From an optimization exercise on the open Yosys and OpenROAD flow, aimed at small area; shortcuts taken in it are not production practice. Function was checked by simulation only, so behaviour that the tests miss may differ from the original. Power is estimated from default activity; no workload was simulated.

// block_stream_top
module block_stream_top (
	input  logic              clk_125,
	input  logic              rst_crc,
	input  stream_pkg::word_t in0_data,
	input  logic              in0_wr,
	input  stream_pkg::word_t in1_data,
	input  logic              in1_wr,
	input  logic              time_clr,
	input  logic              credit_return,
	output stream_pkg::word_t out_data,
	output logic              out_valid,
	output logic              out_sop,
	output logic              out_eop,
	output logic              ovf0,
	output logic              ovf1
);
Settings: LEC_CHECK=0, CAP_MARGIN=20, CORE_MARGIN=2, CORE_UTILIZATION=65, CTS_BUF_LIST=sky130_fd_sc_hd__clkbuf_8, CTS_CLUSTER_DIAMETER=60, CTS_CLUSTER_SIZE=16, SLEW_MARGIN=20, SYNTH_HIERARCHICAL=1; clock period 6.5 ns.
run.sh (not shown) runs the stock make flow with config.mk's settings and CLKGATE_MAP_FILE= SYNTH_SCRIPT=/design/flow/synth_recipe.tcl, a recipe that flattens the netlist after the stock synthesis.
Change:
==> flow/flow/run.sh (new file) <==
#!/bin/bash
# Standard ORFS layout with two changes: ports are buffered with buf_2
# instead of the default delay-cell buffer, and clock tree synthesis adds
# no dummy loads. Each tool's output goes to a log file in this folder;
# ORFS also keeps its per-step logs under orfs/logs/.
set -euo pipefail
export BUFFER_PORTS_ARGS="-buffer_cell sky130_fd_sc_hd__buf_2"
export CTS_ARGS="-sink_clustering_enable -repair_clock_nets -dont_use_dummy_load -sink_clustering_size 16 -sink_clustering_max_diameter 60 -buf_list sky130_fd_sc_hd__clkbuf_8"
bash standard.sh finish > standard_flow.log 2>&1
==> flow/standard.sh (new file) <==
#!/bin/bash
# synth_recipe.tcl (not shown) runs the flow's synth.tcl, then flattens the netlist and writes it again
# the make line also repeats each setting of config.mk as NAME=value (left out here)
make -C /OpenROAD-flow-scripts/flow DESIGN_CONFIG=/design/flow/config.mk WORK_HOME=/design/flow/orfs CLKGATE_MAP_FILE= SYNTH_SCRIPT=/design/flow/synth_recipe.tcl "${@:-finish}"
removed: flow/run.sh
Global-route usage barely changes.
Maximum frequency climbs by 1.5%.
Sequential cell count does not change.
Die area is unchanged.
Hold slack degrades by 3.9 ps.
Total power went down by 1.9%.
Clock power fell by 6.2%.
Synthesized cell count does not change.
Routed wire length hardly moves.
Critical path depth decreases by 1.
Change:
Settings changed: CORE_UTILIZATION 65 to 75.
Sequential share of layout area climbs by 0.54 points. Clock power drops by about 2%. Worst setup slack got worse by 22 ps.

block_stream_top, a different RTL version from the one above (not shown whole).
For scale: about 4100 cells after synthesis, roughly 2100 flip-flops, about 110 I/O pins.
==> flow/config.mk <==
export PLATFORM = sky130hd
export DESIGN_NAME = block_stream_top
export DESIGN_NICKNAME = block_stream_top
export VERILOG_FILES = /design/flow/design.v
export SDC_FILE = /design/flow/constraint.sdc
export NUM_CORES = 4
export LEC_CHECK = 0
export CAP_MARGIN = 20
export CORE_MARGIN = 2
export CORE_UTILIZATION = 65
export CTS_BUF_LIST = sky130_fd_sc_hd__clkbuf_8
export CTS_CLUSTER_DIAMETER = 60
export CTS_CLUSTER_SIZE = 16
export SLEW_MARGIN = 20
export SYNTH_HIERARCHICAL = 1
==> flow/constraint.sdc <==
create_clock -name core_clock -period 6.5 [get_ports {clk_125}]
set_input_delay 1.3000 -clock core_clock [delete_from_list [all_inputs] [get_ports {clk_125}]]
set_output_delay 1.3000 -clock core_clock [all_outputs]
set_load 0.01 [all_outputs]
standard.sh (not shown) runs the stock make flow with config.mk's settings and CLKGATE_MAP_FILE= SYNTH_SCRIPT=/design/flow/synth_recipe.tcl, a recipe that flattens the netlist after the stock synthesis.
==> flow/flow/run.sh <==
#!/bin/bash
# Standard ORFS layout with two changes: ports are buffered with buf_2
# instead of the default delay-cell buffer, and clock tree synthesis adds
# no dummy loads. Global routing downsizes gates off the critical paths
# (RECOVER_POWER). Each tool's output goes to a log file in this folder;
# ORFS also keeps its per-step logs under orfs/logs/.
set -euo pipefail
export BUFFER_PORTS_ARGS="-buffer_cell sky130_fd_sc_hd__buf_2"
export RECOVER_POWER=100
export CTS_ARGS="-sink_clustering_enable -repair_clock_nets -dont_use_dummy_load -sink_clustering_size 16 -sink_clustering_max_diameter 60 -buf_list sky130_fd_sc_hd__clkbuf_8"
bash standard.sh finish > standard_flow.log 2>&1
The first run finished but failed the layout checks on max-capacitance violations, max-slew violations.
Edit:
==> flow/run.sh (new file) <==
#!/bin/bash
# synth_recipe.tcl (not shown) runs the flow's synth.tcl, then flattens the netlist and writes it again
# the make line also repeats each setting of config.mk as NAME=value (left out here)
make -C /OpenROAD-flow-scripts/flow DESIGN_CONFIG=/design/flow/config.mk WORK_HOME=/design/flow/orfs CLKGATE_MAP_FILE= SYNTH_SCRIPT=/design/flow/synth_recipe.tcl finish
removed: flow/flow/run.sh
removed: flow/standard.sh
=>
- With this change the flow finished with timing, DRC and antenna clean
- cell area grows by a few percent
- total power grows by a few percent
- combinational power grows by roughly a tenth
- setup slack improves by 0.042 ns
- global-route usage barely changes
- synthesized area is unchanged
Edit:
==> flow/flow/run.sh (new file) <==
#!/bin/bash
# Standard ORFS layout with two changes: ports are buffered with buf_2
# instead of the default delay-cell buffer, and clock tree synthesis adds
# no dummy loads. Each tool's output goes to a log file in this folder;
# ORFS also keeps its per-step logs under orfs/logs/.
set -euo pipefail
export BUFFER_PORTS_ARGS="-buffer_cell sky130_fd_sc_hd__buf_2"
export CTS_ARGS="-sink_clustering_enable -repair_clock_nets -dont_use_dummy_load -sink_clustering_size 16 -sink_clustering_max_diameter 60 -buf_list sky130_fd_sc_hd__clkbuf_8"
bash standard.sh finish > standard_flow.log 2>&1
==> flow/standard.sh (new file) <==
#!/bin/bash
# synth_recipe.tcl (not shown) runs the flow's synth.tcl, then flattens the netlist and writes it again
# the make line also repeats each setting of config.mk as NAME=value (left out here)
make -C /OpenROAD-flow-scripts/flow DESIGN_CONFIG=/design/flow/config.mk WORK_HOME=/design/flow/orfs CLKGATE_MAP_FILE= SYNTH_SCRIPT=/design/flow/synth_recipe.tcl "${@:-finish}"
removed: flow/run.sh
What happened: Clock-buffer cell count is lower by 4; combinational power fell by about 8%; core utilization drops by 1.1 points; wire length stays flat; sequential share of layout area grows by 1.2 points; worst hold slack loses 0.017 ns; final cell count came out lower by 1.5%; via count shrinks by 0.96%; die area does not change; global-route usage is about the same.

[static timing again, ports no longer ideal]
The results above use ideal ports. As a check the final layouts listed here were re-extracted and re-timed, cells and wires unchanged. Step 1, drivers: a clkbuf_16 drives clk_125 and a buf_2 each remaining input, both assumed. Step 2, shift: input delay + t, output delay - t, t = (earliest + latest rising clock arrival at the registers) / 2. This alone moves slack from input paths to output paths. Three values: no drivers, after step 1, after step 2; two values: the first two.
| run | t (ns) | slack for setup (ns) | hold WS [ns] | latest minus earliest clock arrival (ns) | max-slew violations |
|---|---|---|---|---|---|
| the first run of note 1 | 0.957 | 0.062 / -0.014 / 0.276 | 0.482 / 0.482 / 0.482 | 0.041 / 0.041 | 0 / 0 |
| the second run of note 1 | 0.949 | 0.156 / 0.086 / 0.206 | 0.478 / 0.478 / 0.478 | 0.088 / 0.088 | 0 / 0 |
| the third run of note 1 | 0.910 | 0.133 / 0.064 / 0.389 | 0.459 / 0.459 / 0.459 | 0.102 / 0.102 | 0 / 0 |
| the first run of note 2 | 0.949 | 0.061 / -0.011 / 0.274 | 0.474 / 0.474 / 0.474 | 0.065 / 0.066 | 1658 / 1728 |
| the second run of note 2 | 0.986 | 0.103 / 0.032 / 0.627 | 0.486 / 0.486 / 0.486 | 0.037 / 0.037 | 0 / 0 |
| the third run of note 2 | 0.947 | 0.108 / 0.037 / 0.324 | 0.469 / 0.469 / 0.469 | 0.066 / 0.066 | 0 / 0 |
With drivers on, slew violations rise in the first run of note 2.
